Context: an optimization exercise on an open-source flow, tuned for small area, a short achievable clock period and few clock cycles per item. The choices shown serve that exercise and are no tape-out recipe. No functional check of the RTL was part of this run.

**design/flow/run.sh**
```bash
#!/bin/bash
# synth_recipe.tcl (not shown) runs the flow's synth.tcl, then flattens the netlist and writes it again
# the make line also repeats each setting of config.mk as NAME=value (left out here)
make -C /OpenROAD-flow-scripts/flow DESIGN_CONFIG=/design/flow/config.mk WORK_HOME=/design/flow/orfs CLKGATE_MAP_FILE= SYNTH_SCRIPT=/design/flow/synth_recipe.tcl finish
```
**design/flow/config.mk**
```make
export PLATFORM = sky130hd
export DESIGN_NAME = alu_md_unit
export DESIGN_NICKNAME = alu_md_unit
export VERILOG_FILES = /design/flow/design.v
export SDC_FILE = /design/flow/constraint.sdc
export NUM_CORES = 4
export LEC_CHECK = 0
export ABC_CLOCK_PERIOD_IN_PS = 4000
export CAP_MARGIN = 20
export CORE_MARGIN = 2
export CORE_UTILIZATION = 40
export SETUP_SLACK_MARGIN = 3
export SLEW_MARGIN = 20
```
**design/flow/constraint.sdc**
```tcl
create_clock -name core_clock -period 7.0 [get_ports {clk}]
set_input_delay 1.4000 -clock core_clock [delete_from_list [all_inputs] [get_ports {clk}]]
set_output_delay 1.4000 -clock core_clock [all_outputs]
set_load 0.01 [all_outputs]
```
**design/flow/design.v**
```verilog
module alu_md_unit #(
    parameter int XLEN     = 32,
    parameter bit ENABLE_M = 1'b1
) (
    input  logic            clk,
    input  logic            rst,
    input  logic            in_valid,
    output logic            in_ready,
    input  logic            Branch,
    input  logic            ALUAdd,
    input  logic            ALUOp,
    input  logic [6:0]      funct7,
    input  logic [2:0]      funct3,
    input  logic [XLEN-1:0] op_a,
    input  logic [XLEN-1:0] op_b,
    output logic            out_valid,
    input  logic            out_ready,
    output logic [XLEN-1:0] result,
    output logic            out_illegal,
    output logic            zero
);
    localparam logic [3:0] B_ADD = 4'd0, B_SUB = 4'd1, B_SLL = 4'd2, B_SLT = 4'd3,
                           B_SLTU = 4'd4, B_XOR = 4'd5, B_SRL = 4'd6, B_SRA = 4'd7,
                           B_OR = 4'd8, B_AND = 4'd9, B_ILL = 4'd10;
    localparam logic [2:0] S_IDLE = 3'd0, S_MITER = 3'd1, S_CORR = 3'd2, S_DITER = 3'd3,
                           S_FIN = 3'd4;
    logic [3:0] bop_f3, dbop;
    logic       dm;
    always_comb begin
        case (funct3)
            3'b000:  bop_f3 = B_ADD;
            3'b001:  bop_f3 = B_SLL;
            3'b010:  bop_f3 = B_SLT;
            3'b011:  bop_f3 = B_SLTU;
            3'b100:  bop_f3 = B_XOR;
            3'b101:  bop_f3 = (ALUOp && funct7[5]) ? B_SRA : B_SRL;
            3'b110:  bop_f3 = B_OR;
            default: bop_f3 = B_AND;
        endcase
        dm   = 1'b0;
        dbop = B_ILL;
        if (ALUAdd) dbop = B_ADD;
        else if (Branch) dbop = B_SUB;
        else if (ALUOp || funct7 == 7'b0000000) dbop = bop_f3;
        else if (funct7 == 7'b0100000) begin
            if (funct3 == 3'b000) dbop = B_SUB;
            else if (funct3 == 3'b101) dbop = B_SRA;
        end else if (funct7 == 7'b0000001 && ENABLE_M) dm = 1'b1;
    end
    logic        v1;               
    logic [2:0]  st;
    logic        m;                
    logic [3:0]  bop;              
    logic [2:0]  f3;               
    logic [31:0] A, B;
    logic        bx;               
    logic [32:0] acc;              
    logic        ill;
    logic        sa, sb, pa, pb;   
    logic        qprev, corr, bz;
    logic [4:0]  cnt;
    logic [3:0]  s2;               
    logic is_div;
    assign is_div = f3[2];
    function automatic logic [5:0] lzc32(input logic [31:0] x);
        logic [15:0] v1g, c1g;
        logic [7:0]  v2g;
        logic [15:0] c2g;
        logic [3:0]  v3g;
        logic [11:0] c3g;
        logic [1:0]  v4g;
        logic [7:0]  c4g;
        for (int i = 0; i < 16; i++) begin
            v1g[i] = x[2*i+1] | x[2*i];
            c1g[i] = !x[2*i+1];
        end
        for (int i = 0; i < 8; i++) begin
            v2g[i] = v1g[2*i+1] | v1g[2*i];
            c2g[2*i+:2] = v1g[2*i+1] ? {1'b0, c1g[2*i+1]} : {1'b1, c1g[2*i]};
        end
        for (int i = 0; i < 4; i++) begin
            v3g[i] = v2g[2*i+1] | v2g[2*i];
            c3g[3*i+:3] = v2g[2*i+1] ? {1'b0, c2g[4*i+2+:2]} : {1'b1, c2g[4*i+:2]};
        end
        for (int i = 0; i < 2; i++) begin
            v4g[i] = v3g[2*i+1] | v3g[2*i];
            c4g[4*i+:4] = v3g[2*i+1] ? {1'b0, c3g[6*i+3+:3]} : {1'b1, c3g[6*i+:3]};
        end
        if (!(v4g[1] | v4g[0])) lzc32 = 6'd32;
        else lzc32 = v4g[1] ? {2'b00, c4g[7:4]} : {2'b01, c4g[3:0]};
    endfunction
    logic        mul_sa, mul_sb;
    logic [5:0]  lza, lzb;
    assign mul_sa = (f3[1:0] != 2'b11);             
    assign mul_sb = (f3[1] == 1'b0);                
    assign lza    = lzc32(A ^ {32{!is_div && mul_sa && A[31]}});
    assign lzb    = lzc32(B ^ {32{!is_div && mul_sb && B[31]}});
    logic [5:0] dd;
    logic       dneg, bzero;
    assign dd    = lzb - lza;
    assign dneg  = lzb < lza;
    assign bzero = lzb[5];
    logic       swp;
    logic [5:0] zq;
    logic [4:0] nd;                
    assign swp = lzb > lza;
    assign zq  = swp ? lzb : lza;
    assign nd  = (zq == 6'd0) ? 5'd16 : 5'(6'(6'd34 - zq) >> 1);
    logic out_free;
    logic phase_s0, ph_nega, ph_negb, ph_mul_s0, ph_div_s0, in_miter, in_diter, in_corr, in_fin;
    assign out_free  = !out_valid || out_ready;
    assign phase_s0  = v1 && m && st == S_IDLE;
    assign ph_nega   = phase_s0 && is_div && pa;
    assign ph_negb   = phase_s0 && is_div && !pa && pb;
    assign ph_div_s0 = phase_s0 && is_div && !pa && !pb && out_free;
    assign ph_mul_s0 = phase_s0 && !is_div && out_free;
    assign in_miter  = st == S_MITER;
    assign in_diter  = st == S_DITER;
    assign in_corr   = st == S_CORR;
    assign in_fin    = st == S_FIN;
    logic [2:0] bd;
    logic       pp_zero, pp_two, pp_neg;
    assign bd      = {A[1], A[0], qprev};
    assign pp_zero = (bd == 3'b000) || (bd == 3'b111);
    assign pp_two  = (bd == 3'b011) || (bd == 3'b100);
    assign pp_neg  = bd[2];
    logic [34:0] ax, ay, sum;
    logic        cin;
    logic        fin_rem, fin_inv;
    assign fin_rem = f3[1];
    assign fin_inv = fin_rem ? sa : ((sa ^ sb) || bz);
    always_comb begin
        ax  = '0;
        ay  = '0;
        cin = 1'b0;
        if (in_miter) begin
            ax  = {{2{acc[32]}}, acc};
            ay  = pp_zero ? 35'd0 : (pp_two ? {bx, bx, B, 1'b0} : {{3{bx}}, B});
            ay  = ay ^ {35{pp_neg && !pp_zero}};
            cin = pp_neg && !pp_zero;
        end else if (in_corr) begin
            ax  = {{2{acc[32]}}, acc};
            ay  = {{3{bx}}, B};
        end else if (in_diter) begin
            ax  = {3'b000, A};
            ay  = ~{3'b000, B};
            cin = 1'b1;
        end else if (in_fin) begin
            ax  = {3'b000, fin_rem ? A : acc[31:0]} ^ {35{fin_inv}};
            cin = fin_inv && !(bz && !fin_rem);
        end else if (ph_nega) begin
            ax  = ~{3'b000, A};
            cin = 1'b1;
        end else if (ph_negb) begin
            ay  = ~{3'b000, B};
            cin = 1'b1;
        end else if (phase_s0) begin
            ay  = {3'b000, B};
        end else begin
            ax  = {{3{bop == B_SLT && A[31]}}, A};
            ay  = {{3{bx}}, B};
            if (bop != B_ADD) begin
                ay  = ~ay;
                cin = 1'b1;
            end
        end
    end
    assign sum = ax + ay + {34'd0, cin};
    logic [31:0] sh_h, sh_l, sh_out;
    logic [4:0]  sh_n;
    logic [63:0] sh_cat;
    always_comb begin
        sh_h = '0;
        sh_l = A;
        sh_n = B[4:0];
        if (in_fin) begin
            sh_n = {s2, 1'b0};
            if (f3[1:0] == 2'b00) begin
                sh_h = acc[31:0];
                sh_l = A;
            end else begin
                sh_h = {32{acc[32]}};
                sh_l = acc[31:0];
            end
        end else if (phase_s0) begin
            if (is_div) begin
                sh_h = {1'b0, B[31:1]};
                sh_l = {B[0], 31'd0};
                sh_n = ~dd[4:0];
            end else begin
                sh_n = 5'd0;
            end
        end else if (bop == B_SLL) begin
            sh_h = {1'b0, A[31:1]};
            sh_l = {A[0], 31'd0};
            sh_n = ~B[4:0];
        end else if (bop == B_SRA) begin
            sh_h = {32{A[31]}};
        end
    end
    assign sh_cat = {sh_h, sh_l} >> sh_n;
    assign sh_out = sh_cat[31:0];
    logic [31:0] res;
    logic        done, fire, accept;
    always_comb begin
        res = '0;
        if (m) begin
            if (in_fin) res = is_div ? sum[31:0] : sh_out;
            else if (in_corr) res = sum[31:0];
        end else begin
            case (bop)
                B_ADD, B_SUB:        res = sum[31:0];
                B_SLT, B_SLTU:       res = {31'd0, sum[34]};
                B_XOR:               res = A ^ B;
                B_OR:                res = A | B;
                B_AND:               res = A & B;
                B_SLL, B_SRL, B_SRA: res = sh_out;
                default:             res = '0;
            endcase
        end
    end
    assign done     = v1 && (m ? in_fin : 1'b1);
    assign fire     = done && out_free;
    assign in_ready = !v1 || fire;
    assign accept   = in_valid && in_ready;
    always_ff @(posedge clk or posedge rst) begin
        if (rst) begin
            v1 <= 1'b0;
            st <= S_IDLE;
            out_valid <= 1'b0;
        end else begin
            if (accept) v1 <= 1'b1;
            else if (fire) v1 <= 1'b0;
            if (fire) out_valid <= 1'b1;
            else if (out_ready) out_valid <= 1'b0;
            if (fire) st <= S_IDLE;
            else if (ph_mul_s0) st <= S_MITER;
            else if (ph_div_s0) st <= (bzero || dneg) ? S_FIN : S_DITER;
            else if (in_miter && cnt == 5'd0) st <= corr ? S_CORR : S_FIN;
            else if (in_corr) st <= S_FIN;
            else if (in_diter && cnt == 5'd0) st <= S_FIN;
        end
    end
    always_ff @(posedge clk) begin
        if (accept) begin
            A     <= op_a;
            B     <= op_b;
            m     <= dm;
            bop   <= dbop;
            f3    <= funct3;
            bx    <= (dbop == B_SLT) && !dm && op_b[31];
            sa    <= dm && funct3[2] && !funct3[0] && op_a[31];
            sb    <= dm && funct3[2] && !funct3[0] && op_b[31];
            pa    <= dm && funct3[2] && !funct3[0] && op_a[31];
            pb    <= dm && funct3[2] && !funct3[0] && op_b[31];
        end else if (ph_nega) begin
            A  <= sum[31:0];
            pa <= 1'b0;
        end else if (ph_negb) begin
            B  <= sum[31:0];
            pb <= 1'b0;
        end else if (ph_div_s0) begin
            B   <= sh_out;
            cnt <= dd[4:0];
            bz  <= bzero;
        end else if (ph_mul_s0) begin
            qprev <= 1'b0;
            if (swp) begin
                A    <= sum[31:0];
                B    <= sh_out;
                bx   <= mul_sa && A[31];
                corr <= !mul_sb && B[31];
            end else begin
                bx   <= mul_sb && B[31];
                corr <= !mul_sa && A[31];
            end
            cnt <= 5'(nd - 5'd1);
            s2  <= 4'(5'd16 - nd);
        end else if (in_miter) begin
            A     <= {sum[1:0], A[31:2]};
            qprev <= A[1];
            cnt   <= cnt - 5'd1;
        end else if (in_diter) begin
            if (!sum[34]) A <= sum[31:0];
            B   <= {1'b0, B[31:1]};
            cnt <= cnt - 5'd1;
        end
    end
    always_ff @(posedge clk) begin
        if (in_miter) acc <= sum[34:2];
        else if (in_diter) acc <= {acc[31:0], !sum[34]};
        else if (fire || ph_mul_s0 || ph_div_s0 || in_corr) acc <= {in_corr && sum[32], res};
        if (fire) ill <= !m && (bop == B_ILL);
    end
    assign result      = acc[31:0];
    assign out_illegal = ill;
    assign zero        = (acc[31:0] == '0);
endmodule
```
==> impl_metrics.toml <==
[setup_path]
crit_family = "compound AO/OA/AOI/OAI gates"
worst_ep_arrival_time_ns = 5.98
endpoint_kind = "flip-flop"
slowest_delay_ns = 0.67
worstPathMaxFanout = 4
start_kind = "flip-flop"
path_buf_inv = 5
crit_chain = "or4_4 -> mux2_4 -> a211o_1 -> a311oi_2 -> nor2_1 -> a21oi_2 -> ha_4 -> fa_2 -> nand2_2 -> nor3_4 -> a221oi_4 -> buf_6 -> buf_6 -> buf_12 -> buf_6 -> buf_6 -> mux2i_4 -> mux4_2 -> mux2i_2 -> a222oi_1 -> nand2_1"
crit_top_cell = "buf_6"
critPathKind = "flip-flop to flip-flop"
slowest_stage = "or4_4"
required_ns = 7.23

[yosys]
ys_seq_area_share_pct = 17.9
synth_area_leaders = "edfxtp_1 (17%), ha_1 (6.3%), nand2_1 (5.8%)"
synth_nets = 3062
syn_area_per_cell_um2 = 7.41
ys_seq_elements = 128
yosysUniqueCellTypes = 97
yosysWarnings = 1
netlist_area_mm2 = 0.0213
yosysMostFrequentCell = "nand2_1"
synth_edf_count = 123
synthCells = 2871
synth_top_area_share_pct = 17.4
yosys.area.top_type = "edfxtp_1"
synth-main-ff-cell = "edfxtp_1"
synthTopCellsByCount = "nand2_1 (327), nor2_1 (244), clkbuf_1 (236)"
ys_async_sr_fraction_pct = 3.91

[floorplan]
initial_core_util_pct = 40.5
die_w_um = 235
die_y_um = 235
rows = 84
die-area_mm2 = 0.0551
ios = 117
core_area_mm2 = 0.0526

[clock_network]
cts.sinks = 128
numCtsBuffers = 17
path_clk_slew_ns = 0.10
hold_buffers = 0
cts_max_level = 4
cts_tree = "built"
root_buffer = "clkbuf_16"
clock_path_buffers = 2
clock_latency_ns = 0.52

[placement]
portBuffers = 116
routabilityCongestion = 1.11
preCtsSetupSlack_ns = 0.354
dp_hpwl_um = 105000

[global_routing]
grt_pass1_wl_um = 208000
grt_overflow = 0
grtUsageTotal_pct = 52.8
antenna_found_initial = 9
use_met2_pct = 72.0
grt.busiest_layer = "met2"
met1_usage_pct = 61.2
grt_max_degree = 59
grt_pass1_vias = 27259
met3_usage_pct = 27.4

[sta]
finalHoldWorstSlack_ns = 0.573
fin_ws_ns = 1.25
tns_ns = 0
finClkSkew_ns = 0.0434
setup_viol = 0
post-route-period-util_pct = 82.1
worst_pin_slew_ns = 1.35
relSlewSlack_pct = 8.58
fmax_mhz = 174
finalHoldViolCount = 0
min_period_ns = 5.75
drv_slew = 0
rsz0062_at_grt = "yes"

[job]
drv_cap = 0

[routing]
drtAntennaViolNets = 0
vias_per_cell = 7.61
wirelength_um = 152000
first_iter_violations = 5414
dr.pass1.iters = 12
avgRoutedWirePerCell_um = 39.5
drc_errors = 0
vias = 29369

[worst_hold_path]
min_path_type = "flip-flop to flip-flop"

[layout]
num-nets-final = 3344
area_growth_pct = 39.5
drive_above_1_share_pct = 29.7

[status]
status = "complete, no violations"
## cells in the final DEF, fill, tap and decap left out, drive strengths merged, types with 12 or more instances in the layout
cell type	count
o221ai	57
o21a	18
a22oi	41
a222oi	15
o311ai	20
nand2b	19
nand4	38
a221oi	85
nor2b	14
buf	454
nand3	41
clkdlybuf4s50	115
xnor2	95
o31ai	14
a221o	18
or3b	12
nor2	245
nor3	38
inv	97
a21oi	209
nand2	327
ha	107
and3	15
and2	22
clkbuf	20
o21ai	208
a31oi	45
or2	12
edfxtp	123
nor4	26
o211ai	45
a211oi	47
mux2i	117
a21o	48
xor2	53
o22ai	56
nor3b	16
mux2	24
## through the flow
stage,cells,area [um2],utilization (%)
6_report,3860,29700,56.5
5_1_grt,3853,29700,56.5
4_1_cts,3789,28400,54.1
3_5_place_dp,3569,24200,46.0
3_3_place_gp,3569,24200,46.0
2_1_floorplan,2871,21900,-
## worst reg2reg max path, cell delays in order (launching register included)
cell	delay, ns
edfxtp_1	0.57
or4_4	0.68
mux2_4	0.30
a211o_1	0.24
a311oi_2	0.29
nor2_1	0.11
a21oi_2	0.27
ha_4	0.18
fa_2	0.49
nand2_2	0.12
nor3_4	0.05
a221oi_4	0.22
buf_6	0.17
buf_6	0.12
buf_12	0.12
buf_6	0.10
buf_6	0.09
mux2i_4	0.33
mux4_2	0.40
mux2i_2	0.12
a222oi_1	0.42
nand2_1	0.09
## worst paths after layout
kind                                      start                 to  slack (ns)  depth (start not counted)
worst max register to register  B[26]$_DFFE_PP_    B[30]$_DFFE_PP_        1.25                         21
max in group asynchronous                   rst  st[0]$_DFFE_PP0P_        5.64                          2
min in group asynchronous                   rst  st[2]$_DFFE_PP0P_        1.13                          2
worst min-delay path             corr$_DFFE_PP_  st[1]$_DFFE_PP0P_        0.57                          2
worst max-delay path            B[26]$_DFFE_PP_    B[30]$_DFFE_PP_        1.25                         21
worst min register to register   corr$_DFFE_PP_  st[1]$_DFFE_PP0P_        0.57                          2
## layout make-up
cell class,instances,area [um2]
fill,4800,22900
multi-input combinational,2334,18600
timing repair buffer,575,5430
sequential,128,3830
tap,688,861
clock buffer,17,425
inverter,97,380
clock inverter,14,181
antenna,7,17.5
## metal layers
layer | vias up | part of all wire, %
met3 | 952 | 16
li1 | 11502 | -
met2 | 2917 | 38
met4 | 15 | 11
met1 | 13983 | 34
met5 | - | 0.20
## state kept, by name, summed over array words and instances, names as in the netlist, 3 cells and up
signal / count
bop: 4
cnt: 5
A: 32
acc: 33
s2: 4
B: 32
st: 3
f3: 3
## cell families (layout without fill, tap and decap cells)
kind of cell | after synthesis | in the layout | share of synthesized area, %
buf+inv | 415 | 703 | 8.01
fa+ha+maj | 111 | 111 | 6.62
flops | 128 | 128 | 17.9
simple gates | 854 | 857 | 18.6
other cells | 0 | 7 | 0
compound gates | 1063 | 1066 | 34.8
mux | 152 | 152 | 7.94
xor+xnor | 148 | 148 | 6.09
## what timing repair did
item / 4_1_cts / 5_1_grt
pin swaps: 116 / 93
cloned: 15 / 2
gates resized for setup: 409 / 158
buffers inserted: 174 / 60
hold endpoints to repair: 0 / 0
setup endpoints to repair: 211 / 208

==> afterwards: timing with drivers on the ports <==
No port has a modelled driver above. Below, the same layout with a new extraction and two added sets of constraints. Step 1 assumes that a clkbuf_16 drives the clock port and a buf_2 every other input. Step 2, shift: input delay + t, output delay - t, t = (earliest + latest rising clock arrival at the registers) / 2. This alone moves slack from input paths to output paths. Three values: ideal ports, drivers, drivers and shift; two values: the first two.
t (ns): 0.565
setup WS [ns]: 1.254 / 1.254 / 1.254
latest minus earliest clock arrival (ns): 0.043 / 0.043
After both steps setup and hold are still met in this run. For this run, drivers alone change the setup slack by 0.000 ns; drivers and shift together by 0.000 ns.
